Context: an optimization exercise on an open-source flow, tuned for small area, a short achievable clock period and few clock cycles per item. The choices shown serve that exercise and are no tape-out recipe.
The RTL was checked by simulation tests, not by an equivalence proof against the original design.
No activity file was given, so power comes from the tool's default toggle rates.

## flow/design.v

```verilog
`timescale 1ns / 1ps
package bra_pkg;
  localparam int NBITS     = 1024;
  localparam int IDX_W     = $clog2(NBITS);
  localparam int LEN_W     = IDX_W + 1;
  localparam int WORD_W    = 32;
  localparam int WORDS     = NBITS / WORD_W;
  localparam int WADDR_W   = $clog2(WORDS);
  localparam int WBIT_W    = $clog2(WORD_W);
  localparam int QDEPTH    = 2;
  localparam logic [LEN_W-1:0] LEN_RESET = LEN_W'(NBITS);
  localparam int OP_W      = 2 + 2 * LEN_W + 1 + 4 + 2 + 7;
  localparam logic [2:0] CMD_GET   = 3'd0;
  localparam logic [2:0] CMD_SET   = 3'd1;
  localparam logic [2:0] CMD_UNSET = 3'd2;
  localparam logic [2:0] CMD_FILL  = 3'd3;
  localparam logic [2:0] CMD_CLEAR = 3'd4;
  localparam logic [2:0] CMD_ALLOC = 3'd5;
  localparam logic [2:0] CMD_NOP   = 3'd6;
  typedef struct packed {
    logic [2:0]       cmd;
    logic [LEN_W-1:0] lo;
    logic [LEN_W-1:0] hi;
    logic [LEN_W-1:0] count;
    logic [3:0]       align;
  } op_t;
  typedef struct packed {
    logic             bit_value;
    logic [IDX_W-1:0] alloc_index;
    logic             found;
  } res_t;
endpackage
`timescale 1ns / 1ps
module bra_front (
  input  logic                      clk,
  input  logic                      rst_n,
  input  logic                      in_valid,
  output logic                      in_ready,
  input  logic [2:0]                in_cmd,
  input  logic [bra_pkg::IDX_W-1:0] in_bit_index,
  input  logic [bra_pkg::LEN_W-1:0] in_range_end,
  input  logic [bra_pkg::LEN_W-1:0] in_run_count,
  input  logic [3:0]                in_align_log2,
  input  logic [bra_pkg::LEN_W-1:0] eff_len,
  output logic                      op_valid,
  input  logic                      op_ready,
  output logic [bra_pkg::OP_W-1:0]  op,
  output logic [2:0]                nxt_ws
);
  logic [bra_pkg::OP_W-1:0] e0_r, e1_r, e2_r, nw;
  logic v0_r, v1_r, v2_r, push, pop, adv;
  logic [1:0]  typ;
  logic [10:0] fa, fb, start, ceff, lim;
  logic        wv, fail, big;
  always_comb begin
    start = {1'b0, in_bit_index};
    ceff  = (in_run_count == 11'd0) ? 11'd1 : in_run_count;
    lim   = eff_len - ceff;
    fail  = ceff > eff_len;
    big   = in_run_count > 11'd64;
    wv    = (in_cmd == bra_pkg::CMD_SET) || (in_cmd == bra_pkg::CMD_FILL);
    typ   = 2'd3;
    fa    = start;
    fb    = start + 11'd1;
    case (in_cmd)
      bra_pkg::CMD_GET: typ = 2'd0;
      bra_pkg::CMD_SET, bra_pkg::CMD_UNSET: typ = 2'd1;
      bra_pkg::CMD_FILL, bra_pkg::CMD_CLEAR: begin
        if (start > eff_len || start > in_range_end) typ = 2'd3;
        else typ = 2'd1;
        fb = (in_range_end > eff_len) ? eff_len : in_range_end;
      end
      bra_pkg::CMD_ALLOC: begin
        typ = 2'd2;
        fa  = in_run_count;
        fb  = lim;
      end
      default: typ = 2'd3;
    endcase
  end
  assign nw       = {ceff[6:0], big, fail, in_align_log2, wv, fb, fa, typ};
  assign in_ready = !v2_r;
  assign op_valid = v0_r;
  assign op       = e0_r;
  assign push     = in_valid && in_ready;
  assign pop      = v0_r && op_ready;
  assign adv      = v1_r && (pop || !v0_r);    
  logic [2:0] ws_e0, ws_e1;
  assign ws_e0  = (e0_r[1:0] == 2'd0) ? e0_r[11:9] : 3'd0;
  assign ws_e1  = (e1_r[1:0] == 2'd0) ? e1_r[11:9] : 3'd0;
  assign nxt_ws = adv ? ws_e1 : ws_e0;
  always_ff @(posedge clk) begin
    if (adv) e0_r <= e1_r;
    if (adv) begin
      if (v2_r) e1_r <= e2_r;
      else if (push) e1_r <= nw;
      if (push && v2_r) e2_r <= nw;
    end else begin
      if (push && !v1_r) e1_r <= nw;
      if (push && v1_r)  e2_r <= nw;
    end
    if (!rst_n) begin
      v0_r <= 1'b0;
      v1_r <= 1'b0;
      v2_r <= 1'b0;
    end else begin
      v0_r <= adv || (v0_r && !pop);
      if (adv) begin
        v1_r <= v2_r || push;
        v2_r <= v2_r && push;
      end else begin
        v1_r <= v1_r || push;
        v2_r <= v2_r || (push && v1_r);
      end
    end
  end
endmodule
`timescale 1ns / 1ps
module bra_back (
  input  logic                      clk,
  input  logic                      rst_n,
  input  logic [bra_pkg::LEN_W-1:0] eff_len,
  input  logic                      op_valid,
  output logic                      op_ready,
  input  logic [bra_pkg::OP_W-1:0]  op,
  input  logic [2:0]                nxt_ws,
  output logic                      res_valid,
  input  logic                      res_ready,
  output logic                      res_bit,
  output logic [bra_pkg::IDX_W-1:0] res_idx,
  output logic                      res_found
);
  localparam int WN = 192;    
  localparam int NS = 128;    
  logic [1:0]  typ;
  logic [10:0] fa, fb;
  logic        wv, fail, big;
  logic [3:0]  al;
  logic [6:0]  cb;
  assign {cb, big, fail, al, wv, fb, fa, typ} = op;
  logic [1023:0] map_q, map_d;
  logic [WN-1:0] win;          
  logic [3:0]    kp;           
  logic          bv;           
  logic [3:0]    kb;           
  logic [NS-1:0] okb;          
  logic [6:0]    zlo_r, zhi_r;
  logic          ropen;
  logic [11:0]   rs;
  logic [12:0]   need_r;
  logic          pm_en;        
  logic          rst_q;        
  logic [10:0]   pm_lo, pm_hi;
  logic          r_v, r_bit, r_found;
  logic [9:0]    r_idx;
  assign res_valid = r_v;
  assign res_bit   = r_bit;
  assign res_idx   = r_idx;
  assign res_found = r_found;
  logic        w_en, w_v;
  logic [10:0] w_lo, w_hi;
  logic [31:0] rowA, rowL, rowC, colL, colH;
  logic        same;
  assign same = (w_lo[10:5] == w_hi[10:5]);
  genvar gr, gb;
  generate
    for (gr = 0; gr < 32; gr++) begin : g_row
      assign rowA[gr] = w_en && (6'(gr) > w_lo[10:5]) && (6'(gr) < w_hi[10:5]);
      assign rowL[gr] = w_en && (6'(gr) == w_lo[10:5]);
      assign rowC[gr] = w_en && (6'(gr) > w_lo[10:5]) && (6'(gr) == w_hi[10:5]);
    end
    for (gb = 0; gb < 32; gb++) begin : g_col
      assign colH[gb] = (5'(gb) < w_hi[4:0]);
      assign colL[gb] = (5'(gb) >= w_lo[4:0]) && (!same || colH[gb]);
    end
    for (gr = 0; gr < 32; gr++) begin : g_mr
      for (gb = 0; gb < 32; gb++) begin : g_mb
        wire m = rowA[gr] | (rowL[gr] & colL[gb]) | (rowC[gr] & colH[gb]);
        assign map_d[gr*32+gb] = m ? w_v : map_q[gr*32+gb];
      end
    end
  endgenerate
  logic [2:0]    wsel_n;
  logic [1087:0] mapx_d;
  logic [WN-1:0] win_d;
  assign mapx_d = {64'hFFFF_FFFF_FFFF_FFFF, map_d};
  always_comb begin
    case (wsel_n)
      3'd0: win_d = mapx_d[0*128 +: WN];
      3'd1: win_d = mapx_d[1*128 +: WN];
      3'd2: win_d = mapx_d[2*128 +: WN];
      3'd3: win_d = mapx_d[3*128 +: WN];
      3'd4: win_d = mapx_d[4*128 +: WN];
      3'd5: win_d = mapx_d[5*128 +: WN];
      3'd6: win_d = mapx_d[6*128 +: WN];
      default: win_d = mapx_d[7*128 +: WN];
    endcase
  end
  logic [8*WN-1:0]   lv;    
  logic [8*WN-1:0]   hc;    
  genvar gj, gk;
  generate
    for (gj = 0; gj < WN; gj++) begin : g_l0
      assign lv[gj] = ~win[gj];
      assign hc[gj] = 1'b1;
    end
    for (gk = 0; gk < 6; gk++) begin : g_lv
      for (gj = 0; gj < WN; gj++) begin : g_lj
        if (gj + (1 << gk) < WN) begin : g_in
          assign lv[(gk+1)*WN+gj] = lv[gk*WN+gj] & lv[gk*WN+gj+(1<<gk)];
          assign hc[(gk+1)*WN+gj] = cb[gk] ? (lv[gk*WN+gj] & hc[gk*WN+gj+(1<<gk)]) : hc[gk*WN+gj];
        end else begin : g_out
          assign lv[(gk+1)*WN+gj] = 1'b0;
          assign hc[(gk+1)*WN+gj] = cb[gk] ? 1'b0 : hc[gk*WN+gj];
        end
      end
    end
    for (gj = 0; gj < WN; gj++) begin : g_l6
      assign lv[7*WN+gj] = 1'b0;
      assign hc[7*WN+gj] = cb[6] ? lv[6*WN+gj] : hc[6*WN+gj];
    end
  endgenerate
  logic [9:0]    amask;
  logic [NS-1:0] okv, aligned, tlim;
  logic [2:0]    limhi;
  logic [6:0]    limlo;
  logic          klt, keq, aact;
  logic [15:0]   tl_lt, tl_eq;
  logic [7:0]    tl_lo;
  assign amask = (al >= 4'd10) ? 10'h3FF : ((10'd1 << al) - 10'd1);
  assign limhi = fb[9:7];
  assign limlo = fb[6:0];
  assign klt   = kp[2:0] < limhi;
  assign keq   = kp[2:0] == limhi;
  assign aact  = !kp[3] && (kp[2:0] <= limhi);
  generate
    for (gj = 0; gj < 16; gj++) begin : g_lq
      assign tl_lt[gj] = 4'(gj) < limlo[6:3];
      assign tl_eq[gj] = 4'(gj) == limlo[6:3];
    end
    for (gj = 0; gj < 8; gj++) begin : g_lr
      assign tl_lo[gj] = 3'(gj) <= limlo[2:0];
    end
    for (gj = 0; gj < NS; gj++) begin : g_ok
      assign tlim[gj]    = tl_lt[gj/8] | (tl_eq[gj/8] & tl_lo[gj%8]);
      assign aligned[gj] = (({kp[2:0], 7'(gj)} & amask) == 10'd0);
      assign okv[gj]     = hc[7*WN+gj] & aligned[gj] & (klt | (keq & tlim[gj]));
    end
  endgenerate
  logic [15:0]  grp_any;
  logic [47:0]  grp_idx;
  logic [3:0]   gsel;
  logic         any;
  logic [6:0]   sloc;
  logic [9:0]   sfast;
  always_comb begin
    for (int g = 0; g < 16; g++) begin
      grp_any[g] = |okb[g*8 +: 8];
      grp_idx[g*3 +: 3] = 3'd0;
      for (int b = 7; b >= 0; b--) if (okb[g*8+b]) grp_idx[g*3 +: 3] = 3'(b);
    end
    gsel = 4'd0;
    for (int g = 15; g >= 0; g--) if (grp_any[g]) gsel = 4'(g);
    any   = |grp_any;
    sloc  = {gsel, grp_idx[gsel*3 +: 3]};
    sfast = {kb[2:0], sloc};
  end
  logic [63:0] y;
  logic [6:0]  zlo, zhi;
  logic [11:0] base, amask12, rs_new;
  logic [12:0] reach;
  logic        bfound, blast, bact;
  assign y = kp[0] ? win[127:64] : win[63:0];
  always_comb begin
    zlo = 7'd64;
    for (int b = 63; b >= 0; b--) if (y[b]) zlo = 7'(b);
    zhi = 7'd64;
    for (int b = 0; b < 64; b++) if (y[b]) zhi = 7'(63 - b);
  end
  assign bact    = {1'b0, kp, 6'b0} < eff_len;
  assign base    = {2'b0, kb, 6'b0};
  assign amask12 = (al >= 4'd11) ? 12'h7FF : ((12'd1 << al) - 12'd1);
  assign reach   = {1'b0, base} + {6'b0, zlo_r};
  assign bfound  = ropen && (need_r <= reach) && (rs <= {2'b0, fb[9:0]});
  assign blast   = ({1'b0, base} + 13'd64) >= {2'b0, eff_len};
  assign rs_new  = ((base + 12'd64 - {5'b0, zhi_r}) + amask12) & ~amask12;
  logic go, done, found, mark;
  logic [9:0]  fidx;
  logic [10:0] mhi;
  logic        rbit;
  logic pm_ok, pm_hit;
  assign pm_ok  = (typ == 2'd0) || (typ == 2'd3) || (typ == 2'd2 && fail);
  assign pm_hit = pm_en && ({1'b0, fa[9:0]} >= pm_lo) && ({1'b0, fa[9:0]} < pm_hi);
  assign go = op_valid && (!pm_en || pm_ok) && (!r_v || res_ready);
  always_comb begin
    done = 1'b0; found = 1'b0; fidx = 10'd0; rbit = 1'b0; mark = 1'b0;
    mhi = {1'b0, sfast} + fa;
    case (typ)
      2'd0: begin done = 1'b1; rbit = win[fa[6:0]] | pm_hit; end
      2'd2: begin
        if (fail) done = 1'b1;
        else if (!big) begin
          if (bv && any) begin
            done = 1'b1; found = 1'b1; fidx = sfast; mark = (fa != 11'd0);
          end else if (bv && kb[2:0] == limhi) done = 1'b1;
        end else begin
          if (bv && bfound) begin
            done = 1'b1; found = 1'b1; fidx = rs[9:0]; mark = 1'b1;
            mhi = need_r[10:0];
          end else if (bv && blast) done = 1'b1;
        end
      end
      default: done = 1'b1;
    endcase
  end
  always_comb begin
    if (rst_q) begin
      w_en = 1'b1; w_lo = 11'd0; w_hi = 11'd1024; w_v = 1'b0;
    end else if (pm_en) begin
      w_en = 1'b1; w_lo = pm_lo; w_hi = pm_hi; w_v = 1'b1;
    end else begin
      w_en = go && (typ == 2'd1); w_lo = fa; w_hi = fb; w_v = wv;
    end
  end
  assign op_ready = go && done;
  logic [3:0] kpn;
  assign kpn = kp + 4'd1;
  always_comb begin
    if (op_valid && typ == 2'd2 && !(go && done))
      wsel_n = !go ? (big ? kp[3:1] : kp[2:0]) : (big ? kpn[3:1] : kpn[2:0]);
    else
      wsel_n = nxt_ws;
  end
  always_ff @(posedge clk) begin
    rst_q <= !rst_n;
    map_q <= map_d;
    win   <= win_d;
    if (go && !big) okb <= okv;
    if (go && big) begin zlo_r <= zlo; zhi_r <= zhi; end
    if (go && done) begin
      pm_lo <= {1'b0, fidx}; pm_hi <= mhi;
    end
    if (!rst_n) begin
      r_v <= 1'b0; r_bit <= 1'b0; r_idx <= 10'd0; r_found <= 1'b0;
      kp <= 4'd0; bv <= 1'b0; kb <= 4'd0; pm_en <= 1'b0;
      ropen <= 1'b0; rs <= 12'd0; need_r <= 13'd0;
    end else begin
      pm_en <= go && done && mark;
      if (go && done) begin
        r_v <= 1'b1; r_bit <= rbit; r_idx <= fidx; r_found <= found;
      end else if (res_ready) r_v <= 1'b0;
      if (go) begin
        if (done) begin
          kp <= 4'd0; bv <= 1'b0; ropen <= 1'b0;
        end else begin
          kp <= kpn; kb <= kp;
          bv <= big ? bact : aact;
          if (big && bv) begin
            if (zlo_r == 7'd64 && ropen) ropen <= 1'b1;
            else if (zhi_r != 7'd0) begin
              ropen <= 1'b1; rs <= rs_new; need_r <= {1'b0, rs_new} + {2'b0, fa};
            end else ropen <= 1'b0;
          end
        end
      end
    end
  end
endmodule
`timescale 1ns / 1ps
module bitmap_run_allocator_core (
  input  logic                      clk,
  input  logic                      rst_n,
  input  logic                      cfg_we,
  input  logic [bra_pkg::LEN_W-1:0] cfg_used_length,
  input  logic                      in_valid,
  output logic                      in_ready,
  input  logic [2:0]                in_cmd,
  input  logic [bra_pkg::IDX_W-1:0] in_bit_index,
  input  logic [bra_pkg::LEN_W-1:0] in_range_end,
  input  logic [bra_pkg::LEN_W-1:0] in_run_count,
  input  logic [3:0]                in_align_log2,
  output logic                      out_valid,
  input  logic                      out_ready,
  output logic                      out_bit_value,
  output logic [bra_pkg::IDX_W-1:0] out_alloc_index,
  output logic                      out_found
);
  logic [bra_pkg::LEN_W-1:0] len_r, eff_len;
  logic                      op_valid, op_ready;
  logic [bra_pkg::OP_W-1:0]  op;
  logic [2:0]                nxt_ws;
  assign eff_len = (len_r > bra_pkg::LEN_W'(bra_pkg::NBITS)) ? bra_pkg::LEN_W'(bra_pkg::NBITS) : len_r;
  always_ff @(posedge clk) begin
    if (!rst_n) len_r <= bra_pkg::LEN_RESET;
    else if (cfg_we) len_r <= cfg_used_length;
  end
  bra_front u_front (
    .clk, .rst_n, .in_valid, .in_ready, .in_cmd, .in_bit_index,
    .in_range_end, .in_run_count, .in_align_log2, .eff_len,
    .op_valid, .op_ready, .op, .nxt_ws
  );
  bra_back u_back (
    .clk, .rst_n, .eff_len, .op_valid, .op_ready, .op, .nxt_ws,
    .res_valid(out_valid), .res_ready(out_ready),
    .res_bit(out_bit_value), .res_idx(out_alloc_index), .res_found(out_found)
  );
endmodule
```

## flow/config.mk

```make
export PLATFORM = sky130hd
export DESIGN_NAME = bitmap_run_allocator_core
export DESIGN_NICKNAME = bitmap_run_allocator_core
export VERILOG_FILES = /design/flow/design.v
export SDC_FILE = /design/flow/constraint.sdc
export NUM_CORES = 4
export LEC_CHECK = 0
export CAP_MARGIN = 20
export CORE_MARGIN = 2
export CORE_UTILIZATION = 30
export PLACE_DENSITY = 0.45
export SETUP_SLACK_MARGIN = 3
export SLEW_MARGIN = 20
```

## flow/constraint.sdc

```tcl
create_clock -name core_clock -period 8.0 [get_ports {clk}]
set_input_delay 1.6000 -clock core_clock [delete_from_list [all_inputs] [get_ports {clk}]]
set_output_delay 1.6000 -clock core_clock [all_outputs]
set_load 0.01 [all_outputs]
```

## flow/run.sh

```bash
#!/bin/bash
# synth_recipe.tcl (not shown) runs the flow's synth.tcl, then flattens the netlist and writes it again
# the make line also repeats each setting of config.mk as NAME=value (left out here)
make -C /OpenROAD-flow-scripts/flow DESIGN_CONFIG=/design/flow/config.mk WORK_HOME=/design/flow/orfs CLKGATE_MAP_FILE= SYNTH_SCRIPT=/design/flow/synth_recipe.tcl finish
```

==> impl_metrics.py, run 1 <==
metrics = {
    "clock_network": {
        "clock_path_buffers": 4,
        "cts_made_buffers": 189,
        "cts_tree": "built",
        "h-tree-depth": 4,
        "clkTransAtPathRegs_ps": 60,
        "cts-root-buf": "clkbuf_16",
        "clkLatencyLatePin_ps": 960,
        "cts.sinks": 1556,
        "cts_hold_repair.buffers": 0,
    },
    "synth": {
        "synth_cells": 12700,
        "synth_top_area_share_pct": 24.9,
        "synth_ff_type": "dfxtp_1",
        "synth_area_leader_cell": "dfxtp_1",
        "syn_nets": 12900,
        "ys_ff_latch": 1556,
        "netlist_area_um2": 103000,
        "synth_cell_types": 129,
        "synth_area_leaders": "dfxtp_1 (25%), edfxtp_1 (8.1%), mux2_2 (6.7%)",
        "synth_edf_count": 277,
        "async_flop_share_pct": 0,
        "ys_seq_area_share_pct": 33.0,
        "syn_area_per_cell_um2": 8.11,
        "yosys_warnings": 3,
    },
    "worst_setup_path": {
        "reg2reg_from": "u_back.okb[120]",
        "cp_slowest_stage_delay_ps": 580,
        "critPathCapture": "u_back.pm_hi[10]",
        "worstSetupPathType": "register to register",
        "startpoint": "u_back.okb[120]",
        "slowest_stage": "or4_4",
        "r2r_slack_ps": 2550,
        "timing.rr.end": "u_back.pm_hi[10]",
        "endpoint_kind": "register",
        "crit_chain": "or4_4 -> nor4b_4 -> buf_4 -> a211oi_4 -> o21bai_4 -> buf_4 -> inv_2 -> a31oi_2 -> nand2_1 -> o211ai_1 -> nand4_1 -> buf_4 -> ha_4 -> a21o_1 -> a21oi_2 -> o21bai_1 -> a21oi_2 -> nor2b_1 -> o21a_1 -> o21ai_2 -> nand2b_1 -> a21oi_2 -> xor2_1 -> o21ai_0",
        "cp_max_fo": 5,
        "cp_data_required_time_ps": 8610,
        "rr_worst_depth": 24,
        "critPathArrivalTime_ps": 6060,
        "crit_path_start_kind": "register",
    },
    "die": {
        "fp.dieArea_um2": 347000,
        "die_w_um": 589,
        "fp.dieH_um": 589,
        "start_util_pct": 30.2,
        "rows": 214,
        "io_pins": 69,
        "coreArea_um2": 341000,
    },
    "sta": {
        "timing.setup.tns_ps": 0,
        "fin_crit_ps": 5450,
        "setup_violations": 0,
        "hold_viol": 0,
        "worst_pin_slew_ps": 1310,
        "rsz0062_at_grt": "true",
        "maxSlewHeadroom_pct": 12.1,
        "min_period_over_period_pct": 68.2,
        "fin_ws_ps": 2550,
        "fmaxAchievable_mhz": 183,
        "slew_viol_final": 0,
        "finClkSkew_ps": 117,
    },
    "pwr": {
        "seq_power_share_pct": 33.3,
        "leakagePower_nw": 43.6,
        "p_switching_mw": 13.8,
        "pwr-share-comb_pct": 38.8,
        "p_clk_share_pct": 28.0,
        "power.density_nw_per_um2": 266,
        "internal_power_mw": 18.0,
        "ir_drop_mv": 0.204,
        "swShare_pct": 43.3,
    },
    "placement": {
        "preCtsSetupSlack_ps": 1200,
        "gp_congestion": 1.06,
        "dp.cells": 16700,
        "portBuffers": 68,
        "dp.final_hpwl_um": 494000,
    },
    "finish": {
        "final_common_cell": "dfxtp_1",
        "fin_cells": 17200,
        "nNetsFinal": 12700,
        "fill_cells": 35500,
        "multi_input_area_um2": 63900,
        "final_cell_mix": "dfxtp_1 (1271), nor2_1 (1268), nand2_1 (1052)",
        "seqCellArea_um2": 33900,
        "area_growth_pct": 16.2,
        "drive_above_1_share_pct": 18.8,
    },
    "route": {
        "drcViolationCount": 0,
        "first_pass_iters": 10,
        "drt_iter0_markers": 19000,
        "wl_per_cell_um": 41.1,
        "vias": 117000,
        "drt-total-wl_um": 706000,
        "avgViaCountPerCell": 6.79,
        "drtAntennaViolNets": 0,
    },
    "global_routing": {
        "grt_pass1_vias": 107000,
        "grt_pass1_wl_um": 940000,
        "grt_max_degree": 162,
        "antenna_found_initial": 82,
        "grt_usage_pct": 38.6,
        "grt_overflow": 0,
    },
    "flow_run": {
        "drv_cap": 0,
    },
    "status": {
        "status": "finished clean",
    },
    "worst_hold_path": {
        "hold_class": "register to register",
    },
}
metal layers:
| metal | up-vias | track usage [%] | wire length (µm) |
|---|---|---|---|
| met5 | - | 0.164 | 679 |
| met4 | 32 | 23.6 | 52100 |
| met3 | 1958 | 13.8 | 90900 |
| met2 | 8960 | 53.9 | 279000 |
| met1 | 58200 | 50.3 | 284000 |
| li1 | 47700 | - | - |
power by group through the flow:
| stage | registers, mW | logic [mW] | clock network, mW |
|---|---|---|---|
| 2_1_floorplan | 9.65 | 6.73 | 0 |
| 3_3_place_gp | 10.6 | 11.2 | 0 |
| 3_5_place_dp | 10.6 | 11.3 | 0 |
| 4_1_cts | 10.5 | 11.5 | 8.95 |
| 5_1_grt | 10.6 | 12.6 | 9.24 |
| 6_report | 10.6 | 12.3 | 8.89 |
flip-flops by register name (all words and copies together), names as in the netlist, 4 cells and up:
signal and count:
u_back.win 191, len_r 11, u_front.e2_r 38, u_back.okb 128
u_back.rs 12, u_back.zlo_r 7, u_front.e1_r 38, u_back.map_q 1024
u_back.zhi_r 7, u_back.kb 4, u_back.kp 4, u_front.e0_r 38
u_back.pm_hi 11, u_back.r_idx 10, u_back.need_r 13, u_back.pm_lo 10
cells by family (layout without fill, tap and decap cells):
group / after synthesis / in the layout / share of synthesized area, %
other cells: 0 / 42 / 0
buf+inv: 1754 / 1690 / 7.05
compound gates: 4349 / 4350 / 29.9
flops: 1556 / 1556 / 33.0
mux: 946 / 946 / 10.4
simple gates: 3874 / 3879 / 17.4
xor+xnor: 57 / 57 / 0.485
fa+ha+maj: 148 / 148 / 1.84
Yosys cell counts (46+ instances only):
cell	number
a221oi_1	367
nand4_1	136
a22oi_1	201
o221a_2	66
inv_1	400
nor2_1	1302
a21boi_0	46
and2_1	89
o21ai_1	87
mux2_2	611
nand3_1	291
a21oi_1	778
o211ai_1	70
o21ai_0	831
nand2_1	1071
nor4_1	247
a211oi_1	115
edfxtp_1	277
a31oi_1	129
nor3_1	318
ha_1	143
and3_1	74
a2111oi_0	48
a21o_1	170
buf_4	48
buf_1	102
mux2i_1	294
clkbuf_1	871
nor2b_1	55
buf_2	312
o31ai_1	70
o22a_1	112
o22ai_1	164
o221ai_1	642
or3_1	78
dfxtp_1	1279
layout make-up:
| cell class | count | area share [%] |
|---|---|---|
| Inverter | 408 | 1.29 |
| Multi-Input combinational cell | 9380 | 53.4 |
| Clock buffer | 276 | 4.54 |
| Timing Repair Buffer | 938 | 6.87 |
| Sequential cell | 1556 | 28.4 |
| Tap cell | 4536 | 4.75 |
| Antenna cell | 42 | 0.0880 |
| Clock inverter | 68 | 0.602 |
through the flow:
| stage | hold slack (ps) | power, mW | cell area (µm²) | utilization [%] |
|---|---|---|---|---|
| 2_1_floorplan | 400 | 16.4 | 103000 | - |
| 4_1_cts | 415 | 30.9 | 118000 | 34.7 |
| 3_5_place_dp | 405 | 21.9 | 110000 | 32.4 |
| 5_1_grt | 420 | 32.4 | 119000 | 35.1 |
| 6_report | 413 | 31.8 | 119000 | 35.1 |
| 3_3_place_gp | 401 | 21.8 | 110000 | 32.3 |
critical path: cells and delay by family, from the launching register on:
family	cells	cell delay, ps
xor gates and xnor gates	1	160
adders and majority gates	1	220
DFF	1	440
AOI/OAI and AO/OA	12	2030
and+or+nand+nor	6	1600
buffers and inverters	4	750
what timing repair did:
item	in CTS	in global routing
pin swaps	47	76
buffers inserted	107	47
gates resized for setup	170	132
setup endpoints to repair	233	170
hold endpoints to repair	0	0
gates cloned	5	4
how the worst min path moves through the flow:
stage | endpoint | depth (start not counted) | startpoint | slack [ps]
CTS | u_front.e0_r[22] | 0 | u_front.e1_r[22] | 410
floorplan | u_front.e0_r[12] | 0 | u_front.e1_r[12] | 400
global route | u_front.e0_r[35] | 0 | u_front.e1_r[35] | 420
finish | u_front.e0_r[22] | 0 | u_front.e1_r[22] | 410
detailed placement | u_front.e0_r[22] | 0 | u_front.e1_r[22] | 400
global placement | u_front.e0_r[8] | 0 | u_front.e1_r[8] | 400
Testbench counts, summed over its fixed seeds: cycles 11,639, items 6,400.
==> run 2: changes to the inputs <==
--- a/flow/design.v
+++ b/flow/design.v
@@ -222,5 +222,26 @@
   endgenerate
   logic [9:0]    amask;
-  logic [NS-1:0] okv, aligned, tlim;
+  logic [NS-1:0] okv, aligned, tlim, pmc;
+  logic [11:0]   pt1;
+  logic [10:0]   ceff2;
+  logic          pge_z, plt_big;
+  logic [15:0]   pge_gt, pge_eq, plt_lt, plt_eq;
+  logic [7:0]    pge_lo, plt_lo;
+  assign ceff2   = (fa == 11'd0) ? 11'd1 : fa;
+  assign pt1     = {1'b0, pm_lo} - {1'b0, ceff2} + 12'd1;
+  assign pge_z   = (pt1[10:7] == 4'd0);
+  assign plt_big = (pm_hi[10:7] != 4'd0);
+  generate
+    for (gj = 0; gj < 16; gj++) begin : g_pq
+      assign pge_gt[gj] = 4'(gj) > pt1[6:3];
+      assign pge_eq[gj] = 4'(gj) == pt1[6:3];
+      assign plt_lt[gj] = 4'(gj) < pm_hi[6:3];
+      assign plt_eq[gj] = 4'(gj) == pm_hi[6:3];
+    end
+    for (gj = 0; gj < 8; gj++) begin : g_pr
+      assign pge_lo[gj] = 3'(gj) >= pt1[2:0];
+      assign plt_lo[gj] = 3'(gj) < pm_hi[2:0];
+    end
+  endgenerate
   logic [2:0]    limhi;
   logic [6:0]    limlo;
@@ -245,5 +266,7 @@
       assign tlim[gj]    = tl_lt[gj/8] | (tl_eq[gj/8] & tl_lo[gj%8]);
       assign aligned[gj] = (({kp[2:0], 7'(gj)} & amask) == 10'd0);
-      assign okv[gj]     = hc[7*WN+gj] & aligned[gj] & (klt | (keq & tlim[gj]));
+      assign pmc[gj]     = pm_en && (pt1[11] || (pge_z && (pge_gt[gj/8] || (pge_eq[gj/8] && pge_lo[gj%8])))) &&
+                           (plt_big || plt_lt[gj/8] || (plt_eq[gj/8] && plt_lo[gj%8]));
+      assign okv[gj]     = hc[7*WN+gj] & aligned[gj] & (klt | (keq & tlim[gj])) & !pmc[gj];
     end
   endgenerate
@@ -290,5 +313,5 @@
   logic        rbit;
   logic pm_ok, pm_hit;
-  assign pm_ok  = (typ == 2'd0) || (typ == 2'd3) || (typ == 2'd2 && fail);
+  assign pm_ok  = (typ == 2'd0) || (typ == 2'd3) || (typ == 2'd2 && (fail || !big));
   assign pm_hit = pm_en && ({1'b0, fa[9:0]} >= pm_lo) && ({1'b0, fa[9:0]} < pm_hi);
   assign go = op_valid && (!pm_en || pm_ok) && (!r_v || res_ready);
==> run 2 against run 1 <==
Effect of this change:
- largest cell class unchanged
- die area is 2.3% higher
- critical path depth is 2 lower
- clock skew is 4.5 ps higher
- combinational power is 9.8% lower
- cell count is 2.0% higher
- largest power group unchanged
- setup slack better by 180 ps
- via count is 0.83% higher
- design area is 2.1% higher
- critical path type unchanged
- non-clock buffer count is 92 lower
- first-iteration DRC count is 12% lower
- fmax is 3.4% higher
- still clean
- hold slack better by 4.2 ps
==> impl_metrics.py, run 2 <==
metrics = {
    "route": {
        "avgViaCountPerCell": 6.71,
        "drcViolationCount": 0,
        "wl_per_cell_um": 41.2,
        "vias": 118000,
        "drt-total-wl_um": 723000,
        "first_pass_iters": 7,
        "drtAntennaViolNets": 0,
        "drt_iter0_markers": 16700,
    },
    "clock_network": {
        "cts_made_buffers": 192,
        "cts-root-buf": "clkbuf_16",
        "cts.sinks": 1556,
        "cts_tree": "built",
        "h-tree-depth": 4,
        "clock_path_buffers": 4,
        "clkTransAtPathRegs_ps": 60,
        "clkLatencyLatePin_ps": 980,
    },
    "pwr": {
        "power.density_nw_per_um2": 254,
        "leakagePower_nw": 44.9,
        "p_total_mw": 31.0,
        "ir_drop_mv": 0.195,
    },
    "die": {
        "rows": 217,
        "fp.dieArea_um2": 355000,
        "coreArea_um2": 349000,
        "start_util_pct": 30.1,
        "fp.dieH_um": 596,
        "io_pins": 69,
        "die_w_um": 596,
    },
    "sta": {
        "hold_viol": 0,
        "setup_violations": 0,
        "min_period_over_period_pct": 66.0,
        "worst_pin_slew_ps": 1350,
        "fin_crit_ps": 5280,
        "finClkSkew_ps": 122,
        "maxSlewHeadroom_pct": 9.89,
        "rsz0062_at_grt": "true",
        "timing.setup.tns_ps": 0,
        "fmaxAchievable_mhz": 190,
        "holdWs_ps": 417,
        "slew_viol_final": 0,
    },
    "finish": {
        "largest_reg_flops": 1024,
        "fin_util_pct": 35.0,
        "drive_above_1_share_pct": 19.0,
        "nNetsFinal": 13000,
        "final_common_cell": "dfxtp_1",
        "area_growth_pct": 16.0,
        "final_area_um2": 122000,
        "final_cell_mix": "dfxtp_1 (1253), nor2_1 (1223), nand2_1 (1146)",
        "largest_register": "u_back.map_q",
        "reg_top3": "u_back.map_q x1024, u_back.win x191, u_back.okb x128",
        "fill_cells": 36200,
    },
    "worst_setup_path": {
        "slowest_stage": "or4_4",
        "crit_path_start_kind": "register",
        "endpoint_kind": "register",
        "cp_slowest_stage_delay_ps": 580,
        "rr_worst_depth": 22,
        "critPathArrivalTime_ps": 5890,
        "cp_max_fo": 4,
        "cp_data_required_time_ps": 8610,
        "crit_chain": "or4_4 -> nand4b_1 -> or3_4 -> o22ai_4 -> nor3_2 -> a211oi_1 -> o31ai_2 -> mux2_4 -> or2_4 -> ha_4 -> fa_2 -> a21oi_2 -> nor2_2 -> nor2_2 -> o21bai_1 -> a21oi_2 -> o21bai_1 -> a21oi_2 -> o21bai_1 -> a21oi_1 -> xnor2_1 -> o21ai_1",
        "worstSetupPathType": "register to register",
    },
    "synth": {
        "yosys_warnings": 3,
        "synth_area_leaders": "dfxtp_1 (24%), edfxtp_1 (7.9%), mux2_2 (7.1%)",
        "syn_area_per_cell_um2": 8.04,
        "post-synth-top-count-cell": "dfxtp_1",
        "netlist_area_um2": 105000,
        "synth_ff_type": "dfxtp_1",
        "ys_seq_area_share_pct": 32.3,
        "synth_cell_types": 106,
        "synth_area_leader_cell": "dfxtp_1",
        "synth_edf_count": 277,
        "synth_top_area_share_pct": 24.3,
        "synth.cells.most_frequent": "dfxtp_1 (1279), nor2_1 (1270), nand2_1 (1172)",
        "ys_ff_latch": 1556,
        "syn_nets": 13300,
        "async_flop_share_pct": 0,
        "synth_cells": 13100,
    },
    "flow_run": {
        "drv_cap": 0,
    },
    "global_routing": {
        "grt_usage_pct": 38.8,
        "grt_pass1_wl_um": 963000,
        "grt_overflow": 0,
        "antenna_found_initial": 74,
        "grt_pass1_vias": 109000,
        "grt_max_degree": 191,
    },
    "worst_hold_path": {
        "hold_class": "register to register",
        "whs_path_depth": 0,
    },
    "status": {
        "status": "finished clean",
    },
    "placement": {
        "gp_congestion": 1.05,
        "placed_area_um2": 112000,
        "dp.final_hpwl_um": 499000,
        "portBuffers": 68,
    },
}
run 2: cell type report:
class,count,area (µm²),share of cell area (%)
Tap cell,4599,5750,4.72
Timing Repair Buffer,846,7330,6.01
Antenna cell,48,120,0.0984
Sequential cell,1556,34000,27.8
Clock buffer,277,5580,4.57
Multi-Input combinational cell,9701,66700,54.6
Inverter,454,1720,1.41
Clock inverter,69,890,0.729
run 2: worst paths after layout:
path,slack (ps),to,from
worst max-delay path,2720,u_back.pm_hi[10],u_back.okb[42]
worst min-delay path,420,u_front.e0_r[29],u_front.e1_r[29]
worst max register to register,2720,u_back.pm_hi[10],u_back.okb[42]
worst min register to register,420,u_front.e0_r[29],u_front.e1_r[29]
run 2: kinds of logic after synthesis:
| logic type | after synthesis | share of synthesized area (%) |
|---|---|---|
| muxes | 1040 | 11.2 |
| buffers and inverters | 1837 | 7.07 |
| DFF | 1556 | 32.3 |
| AOI/OAI and AO/OA | 4491 | 29.9 |
| xor gates and xnor gates | 68 | 0.566 |
| and+or+nand+nor | 3926 | 17.0 |
| adders and majority gates | 169 | 2.05 |
run 2: metal layers:
| metal | track usage, % | part of all wire [%] |
|---|---|---|
| met1 | 47.9 | 39 |
| met2 | 56.4 | 41 |
| met3 | 10.9 | 10 |
| met4 | 31.0 | 9.3 |
| met5 | 0.0135 | 0.047 |
run 2: metrics by stage:
| stage | setup WS, ps | std cells |
|---|---|---|
| 3_3_place_gp | 234 | 17000 |
| 4_1_cts | 2850 | 17500 |
| 2_1_floorplan | 3020 | 13100 |
| 3_5_place_dp | 1010 | 17000 |
| 5_1_grt | 2580 | 17500 |
| 6_report | 2720 | 17600 |
run 2: report_power, final:
group	internal (mW)	switching, mW
combinational	3.51	7.59
sequential	9.20	1.42
clock	5.34	3.91
total	18.0	12.9
run 2: what timing repair did:
item                       in CTS  in global routing
resized for setup             288                145
setup buffers                 107                 39
pin swaps                      76                 49
cloned                          8                  2
hold buffers                    0                  0
setup endpoints to repair     419                287
run 2: critical path, delay by kind of cell, from the launching register on:
family                     cells  cell delay (ps)
muxes                          1              290
AOI/OAI and AO/OA             11             1790
xor gates and xnor gates       1              150
adders and majority gates      2              520
and+or+nand+nor                7             1830
DFF                            1              410
Testbench counts of run 2, summed over its fixed seeds: cycles 11,048, items 6,400.
==> run 3: changes to the inputs <==
--- a/flow/config.mk
+++ b/flow/config.mk
@@ -9,4 +9,5 @@
 export CORE_MARGIN = 2
 export CORE_UTILIZATION = 30
+export CTS_BUF_LIST = sky130_fd_sc_hd__clkbuf_8
 export PLACE_DENSITY = 0.45
 export SETUP_SLACK_MARGIN = 3
==> run 3 against run 2 <==
Effect of this change:
- the layout now fails its checks (max-capacitance violations, max-slew violations)
- die area did not move
- total power fell by 3.2%
- cell count rose by 1.0%
- area after synthesis did not move
- clock skew fell by 33 ps
- sequential share of layout area rose by 0.071 points
- flip-flop and latch count did not move
- fmax rose by 1.2%
- utilization fell by 0.089 points
- critical path type unchanged
- largest cell class unchanged
- largest power group unchanged
- highest routed layer unchanged
==> impl_metrics.py, run 3 <==
metrics = {
    "status": {
        "status": "complete, but fails checks",
        "so.violations": "max-capacitance violations, max-slew violations",
    },
    "worst_setup_path": {
        "crit_chain": "or4_4 -> nand4b_1 -> or3_4 -> o22ai_4 -> buf_12 -> nor3_4 -> a211oi_2 -> o31ai_2 -> mux2_4 -> or2_4 -> ha_4 -> fa_2 -> a21oi_2 -> nor2_2 -> nor2_2 -> o21bai_1 -> a21oi_2 -> o21bai_1 -> a21oi_2 -> o21bai_1 -> a21oi_1 -> xnor2_1 -> o21ai_1",
        "cp_max_fo": 5,
        "rr_worst_depth": 23,
        "path_buf_inv": 1,
        "crit_path_start_kind": "register",
        "slowest_stage": "or4_4",
        "cp.depth": 23,
        "critical_path.top_delay_family": "simple AND/OR/NAND/NOR gates",
        "worstSetupPathType": "register to register",
        "critPathArrivalTime_ps": 6010,
        "cp_data_required_time_ps": 8800,
        "cp_slowest_stage_delay_ps": 580,
        "endpoint_kind": "register",
    },
    "global_routing": {
        "grt_pass1_wl_um": 966000,
        "grt_overflow": 0,
        "grt_usage_pct": 38.9,
        "antenna_found_initial": 64,
        "grt_pass1_vias": 110000,
        "grt_max_degree": 191,
    },
    "route": {
        "drtAntennaViolNets": 0,
        "wl_per_cell_um": 40.9,
        "drt-total-wl_um": 726000,
        "avgViaCountPerCell": 6.67,
        "drcViolationCount": 0,
        "first_pass_iters": 7,
        "drt_iter0_markers": 16200,
        "vias": 118000,
    },
    "clock_network": {
        "cts.sinks": 1556,
        "cts_made_buffers": 303,
        "clkTransAtPathRegs_ps": 60,
        "clock_path_buffers": 4,
        "cts_tree": "built",
        "cts-root-buf": "clkbuf_8",
        "clkLatencyLatePin_ps": 1100,
        "h-tree-depth": 5,
    },
    "synth": {
        "synth_ff_type": "dfxtp_1",
        "synth_top_area_share_pct": 24.3,
        "synth_edf_count": 277,
        "synth_area_leaders": "dfxtp_1 (24%), edfxtp_1 (7.9%), mux2_2 (7.1%)",
        "yosys_warnings": 3,
        "post-synth-top-count-cell": "dfxtp_1",
        "async_flop_share_pct": 0,
        "synth_area_leader_cell": "dfxtp_1",
        "netlist_area_um2": 105000,
        "synth_cells": 13100,
        "syn_nets": 13300,
        "synth.cells.most_frequent": "dfxtp_1 (1279), nor2_1 (1270), nand2_1 (1172)",
        "syn_area_per_cell_um2": 8.04,
        "ys_ff_latch": 1556,
        "synth_cell_types": 106,
        "ys_seq_area_share_pct": 32.3,
    },
    "finish": {
        "nNetsFinal": 13100,
        "drive_above_1_share_pct": 19.7,
        "largest_register": "u_back.map_q",
        "final_cell_mix": "dfxtp_1 (1253), nor2_1 (1217), nand2_1 (1147)",
        "area_growth_pct": 15.7,
        "largest_reg_flops": 1024,
        "reg_top3": "u_back.map_q x1024, u_back.win x191, u_back.okb x128",
        "final_common_cell": "dfxtp_1",
    },
    "flow_run": {
        "drv_cap": 1,
    },
    "worst_hold_path": {
        "hold_class": "register to register",
        "whs_path_depth": 0,
    },
    "placement": {
        "dp.final_hpwl_um": 499000,
        "portBuffers": 68,
        "gp_congestion": 1.05,
    },
    "pwr": {
        "internal_power_mw": 17.0,
        "leakagePower_nw": 45.3,
        "p_switching_mw": 12.9,
        "seq_power_share_pct": 35.4,
        "power.density_nw_per_um2": 246,
        "ir_drop_mv": 0.143,
        "p_clk_share_pct": 27.5,
        "swShare_pct": 43.2,
        "pwr-share-comb_pct": 37.1,
    },
    "die": {
        "start_util_pct": 30.1,
        "io_pins": 69,
        "fp.dieH_um": 596,
        "coreArea_um2": 349000,
        "rows": 217,
        "fp.dieArea_um2": 355000,
        "die_w_um": 596,
    },
    "sta": {
        "timing.setup.tns_ps": 0,
        "min_period_over_period_pct": 65.1,
        "setup_violations": 0,
        "finClkSkew_ps": 88.9,
        "fmaxAchievable_mhz": 192,
        "fin_crit_ps": 5210,
        "hold_viol": 0,
        "holdWs_ps": 410,
        "worst_pin_slew_ps": 1570,
        "rsz0062_at_grt": "true",
        "slew_viol_final": 5,
        "maxSlewHeadroom_pct": -5.40,
    },
}
## run 3: cell counts after synthesis
Identical to the previous run, type by type.
## run 3: layer usage
layer	wire length [µm]	vias up	global-route usage, %
met5	373	-	0
met4	70300	48	32.2
met3	77300	2021	11.5
met2	299000	8160	56.1
met1	279000	58900	47.6
li1	-	49100	-
## run 3: kinds of logic after synthesis
family,after synthesis,share of synthesized area [%]
fa+ha+maj,169,2.05
mux,1040,11.2
buf+inv,1837,7.07
compound gates,4491,29.9
xor+xnor,68,0.566
simple gates,3926,17.0
flops,1556,32.3
## run 3: stage by stage
stage | util, % | instances | cell area, µm² | worst slack, ps | power (mW)
3_5_place_dp | 32.1 | 17000 | 112000 | 1010 | 20.9
3_3_place_gp | 32.0 | 17000 | 112000 | 234 | 20.8
2_1_floorplan | - | 13100 | 105000 | 3020 | 15.9
5_1_grt | 34.8 | 17700 | 122000 | 2560 | 30.7
6_report | 34.9 | 17700 | 122000 | 2790 | 30.0
4_1_cts | 34.5 | 17600 | 120000 | 2850 | 29.2
## run 3: power groups by stage
stage / combinational (mW) / sequential (mW) / clock [mW]
after floorplan: 6.32 / 9.59 / 0
after global placement: 10.2 / 10.6 / 0
after detailed placement: 10.3 / 10.6 / 0
after CTS: 10.5 / 10.5 / 8.32
after global routing: 11.5 / 10.6 / 8.65
final: 11.1 / 10.6 / 8.23
## run 3: final timing paths
path | from | end | slack (ps)
max | u_back.okb[42] | u_back.pm_hi[10] | 2790
min | u_front.e1_r[31] | u_front.e0_r[31] | 410
max reg2reg | u_back.okb[42] | u_back.pm_hi[10] | 2790
min reg2reg | u_front.e1_r[31] | u_front.e0_r[31] | 410
## run 3: layout make-up
type	count	area, µm²
well taps	4599	5750
clock inverters	172	1080
fillers	36300	227000
clock buffers	354	4870
diodes	41	103
inverters	454	1720
multi-input cells	9702	66800
flip-flops and latches	1556	34000
repair buffers	851	7480
## run 3: repair_timing
| item | CTS | global route |
|---|---|---|
| endpoints found under the setup margin | 423 | 308 |
| pin swaps | 71 | 62 |
| hold buffers | 0 | 0 |
| gates resized for setup | 273 | 170 |
| setup buffers | 113 | 38 |
| gates cloned | 8 | 3 |
==> run 4: changes to the inputs <==
--- a/flow/config.mk
+++ b/flow/config.mk
@@ -9,6 +9,6 @@
 export CORE_MARGIN = 2
 export CORE_UTILIZATION = 30
-export CTS_BUF_LIST = sky130_fd_sc_hd__clkbuf_8
 export PLACE_DENSITY = 0.45
-export SETUP_SLACK_MARGIN = 3
+export SETUP_SLACK_MARGIN = 3.5
 export SLEW_MARGIN = 20
+export TNS_END_PERCENT = 0
==> run 4 against run 3 <==
Effect of this change:
- non-clock buffer count decreased by 61
- the run now finishes clean
- highest routed layer unchanged
- design area decreased by 0.43%
- routed wire length increased by 0.67%
- cell count decreased by 1.2%
- critical path depth decreased by 10
- total power increased by 4.4%
- utilization decreased by 0.15 points
- via count about the same
- combinational power about the same
- first-iteration DRC count decreased by 2.0%
- die area unchanged
==> impl_metrics.py, run 4 <==
metrics = {
    "status": {
        "status": "finished clean",
    },
    "clock_network": {
        "clkTransAtPathRegs_ps": 60,
        "clock_path_buffers": 4,
        "cts-root-buf": "clkbuf_16",
        "clkLatencyLatePin_ps": 1010,
        "cts_made_buffers": 196,
        "cts.sinks": 1556,
        "h-tree-depth": 4,
        "cts_tree": "built",
    },
    "pwr": {
        "internal_power_mw": 18.2,
        "ir_drop_mv": 0.180,
        "swShare_pct": 41.8,
        "p_total_mw": 31.3,
        "p_clk_share_pct": 30.5,
        "seq_power_share_pct": 33.7,
        "pwr-share-comb_pct": 35.8,
        "power.density_nw_per_um2": 258,
        "leakagePower_nw": 44.7,
        "p_switching_mw": 13.1,
    },
    "die": {
        "coreArea_um2": 349000,
        "start_util_pct": 30.1,
        "fp.dieArea_um2": 355000,
        "die_w_um": 596,
        "rows": 217,
        "io_pins": 69,
        "fp.dieH_um": 596,
    },
    "route": {
        "avgViaCountPerCell": 6.74,
        "drt_iter0_markers": 15900,
        "wl_per_cell_um": 41.7,
        "drt-total-wl_um": 731000,
        "vias": 118000,
        "drtAntennaViolNets": 0,
        "first_pass_iters": 9,
        "drcViolationCount": 0,
    },
    "global_routing": {
        "antenna_found_initial": 70,
        "grt_util_met2_pct": 57.0,
        "gr-max-usage-layer": "met2",
        "grtUsageMet1_pct": 47.3,
        "grt_max_degree": 215,
        "grt_overflow": 0,
        "grt_usage_pct": 39.3,
        "grt_pass1_vias": 110000,
        "grt_pass1_wl_um": 975000,
        "grtUsageMet3_pct": 11.4,
    },
    "synth": {
        "post-synth-top-count-cell": "dfxtp_1",
        "netlist_area_um2": 105000,
        "synth_area_leaders": "dfxtp_1 (24%), edfxtp_1 (7.9%), mux2_2 (7.1%)",
        "synth_cells": 13100,
        "synth.cells.most_frequent": "dfxtp_1 (1279), nor2_1 (1270), nand2_1 (1172)",
        "synth_top_area_share_pct": 24.3,
        "synth_area_leader_cell": "dfxtp_1",
        "async_flop_share_pct": 0,
        "ys_seq_area_share_pct": 32.3,
        "synth_cell_types": 106,
        "ys_ff_latch": 1556,
        "syn_area_per_cell_um2": 8.04,
        "syn_nets": 13300,
        "synth_edf_count": 277,
        "yosys_warnings": 3,
        "synth_ff_type": "dfxtp_1",
    },
    "finish": {
        "final_area_um2": 121000,
        "reg_top3": "u_back.map_q x1024, u_back.win x191, u_back.okb x128",
        "fill_cells": 36400,
        "nNetsFinal": 12900,
        "final_cell_mix": "dfxtp_1 (1251), nor2_1 (1224), nand2_1 (1156)",
        "multi_input_area_um2": 66100,
        "seqCellArea_um2": 34000,
        "fin_util_pct": 34.7,
        "largest_reg_flops": 1024,
        "area_growth_pct": 15.2,
        "final_common_cell": "dfxtp_1",
        "largest_register": "u_back.map_q",
        "fin_cells": 17500,
        "drive_above_1_share_pct": 18.2,
    },
    "sta": {
        "fin_ws_ps": 2600,
        "setup_violations": 0,
        "min_period_over_period_pct": 67.5,
        "fin_crit_ps": 5400,
        "worst_pin_slew_ps": 1380,
        "rsz0062_at_grt": "true",
        "timing.setup.tns_ps": 0,
        "holdWs_ps": 416,
        "maxSlewHeadroom_pct": 7.86,
        "hold_viol": 0,
        "slew_viol_final": 0,
        "finClkSkew_ps": 148,
        "fmaxAchievable_mhz": 185,
    },
    "placement": {
        "gp_congestion": 1.06,
        "portBuffers": 68,
        "dp.cells": 17000,
        "dp.final_hpwl_um": 502000,
        "placed_area_um2": 112000,
        "preCtsSetupSlack_ps": 1190,
    },
    "worst_setup_path": {
        "worstSetupPathType": "register to register",
        "endpoint_kind": "register",
        "crit_path_start_kind": "register",
        "cp_data_required_time_ps": 8720,
        "critPathArrivalTime_ps": 6120,
        "cp_max_fo": 23,
    },
    "worst_hold_path": {
        "hold_class": "register to register",
    },
    "flow_run": {
        "drv_cap": 0,
    },
}
run 4: cell types whose count changed in the layout (fill, tap and decap cells not counted), moves of 9 or more:
| cell | delta |
|---|---|
| buf_4 | -29 |
| clkbuf_1 | +37 |
| buf_6 | -21 |
| diode_2 | +22 |
| nor2_2 | -10 |
| clkbuf_16 | +200 |
| clkinv_2 | +17 |
| nand2_1 | +9 |
| bufinv_16 | +10 |
| clkbuf_8 | -312 |
| o21ai_2 | -10 |
| inv_1 | -101 |
| o21ai_0 | +13 |
run 4: final cells by class:
type	instances	area share, %
Antenna cell	63	0.130
Clock buffer	279	4.72
Clock inverter	79	0.838
Inverter	454	1.42
Multi-Input combinational cell	9696	54.6
Sequential cell	1556	28.0
Tap cell	4599	4.75
Timing Repair Buffer	790	5.53
Timing Repair inverter	1	0.00723
run 4: repair_timing:
action	CTS	global route
gates cloned	2	1
gates resized for setup	197	49
endpoints found under the setup margin	636	783
hold buffers	0	0
pin swaps	63	24
setup buffers	90	13
run 4: worst max-delay path: stages, from the launching register on:
cell	delay, ps
edfxtp_1	1130
nand2_1	690
a21oi_1	620
nor2_1	80
buf_4	240
nand2_1	80
nand3_1	680
buf_12	470
o221ai_1	100
mux2_2	400
o21ai_0	150
o21ai_0	170
o221ai_1	210
o21ai_0	160
run 4: cells by family after synthesis:
kind of cell | Yosys count | synth area share, %
AO/OA/AOI/OAI | 4491 | 29.9
multiplexers | 1040 | 11.2
AND/OR/NAND/NOR | 3926 | 17.0
XOR/XNOR | 68 | 0.566
adder cells (fa/ha/maj) | 169 | 2.05
flip-flops | 1556 | 32.3
buffers and inverters | 1837 | 7.07
run 4: path summary, 6_finish.rpt:
check | from | to | slack, ps | depth (start not counted)
worst min register to register | u_front.e1_r[3] | u_front.e0_r[3] | 420 | 0
worst max register to register | u_back.pm_hi[5] | u_back.win[14] | 2600 | 13
worst min-delay path | u_front.e1_r[3] | u_front.e0_r[3] | 420 | 0
worst max-delay path | u_back.pm_hi[5] | u_back.win[14] | 2600 | 13
run 4: layer usage:
| layer | up-vias | part of all wire, % |
|---|---|---|
| met5 | - | 0.063 |
| met4 | 26 | 10 |
| met3 | 2290 | 11 |
| met2 | 8384 | 41 |
| met1 | 58600 | 38 |
| li1 | 48800 | - |
run 4: power groups by stage:
stage	registers [mW]	clock network, mW	logic (mW)
floorplan	9.59	0	6.33
global placement	10.5	0	10.4
detailed placement	10.5	0	10.4
CTS	10.4	9.61	10.6
global route	10.5	9.91	11.5
finish	10.5	9.56	11.2

[afterwards: timing with drivers on the ports]
In the flow no input, the clock included, has a driving cell. The finished layouts below were timed again as built, in two steps. Step 1 sets driving cells, clkbuf_16 on the clock port and buf_2 on the other inputs (assumed; they add their load-dependent delay and slew). Step 2 moves the port delays by t, midway between the first and last clock arrival at a register: inputs arrive t later, outputs are due t later. That takes back most of the time a late clock gives input paths. Three values: ideal, step 1, step 2; two values: the first two.
run	t, ns	setup slack, ns	worst setup path at the end	clock arrival spread, ns	slew at the worst register clock pin (ns)
run 1	1.023	2.546 / 2.546 / 1.943	input to register	0.118 / 0.118	0.07 / 0.07
run 2	1.038	2.724 / 2.724 / 2.008	input to register	0.122 / 0.121	0.08 / 0.08
run 3	1.161	2.789 / 2.789 / 1.900	input to register	0.100 / 0.100	0.08 / 0.08
run 4	1.056	2.600 / 2.600 / 1.788	input to register	0.153 / 0.153	0.07 / 0.07
The setup slack of run 3, which loses most, moves by 0.000 ns with the drivers and by -0.889 ns with both steps.
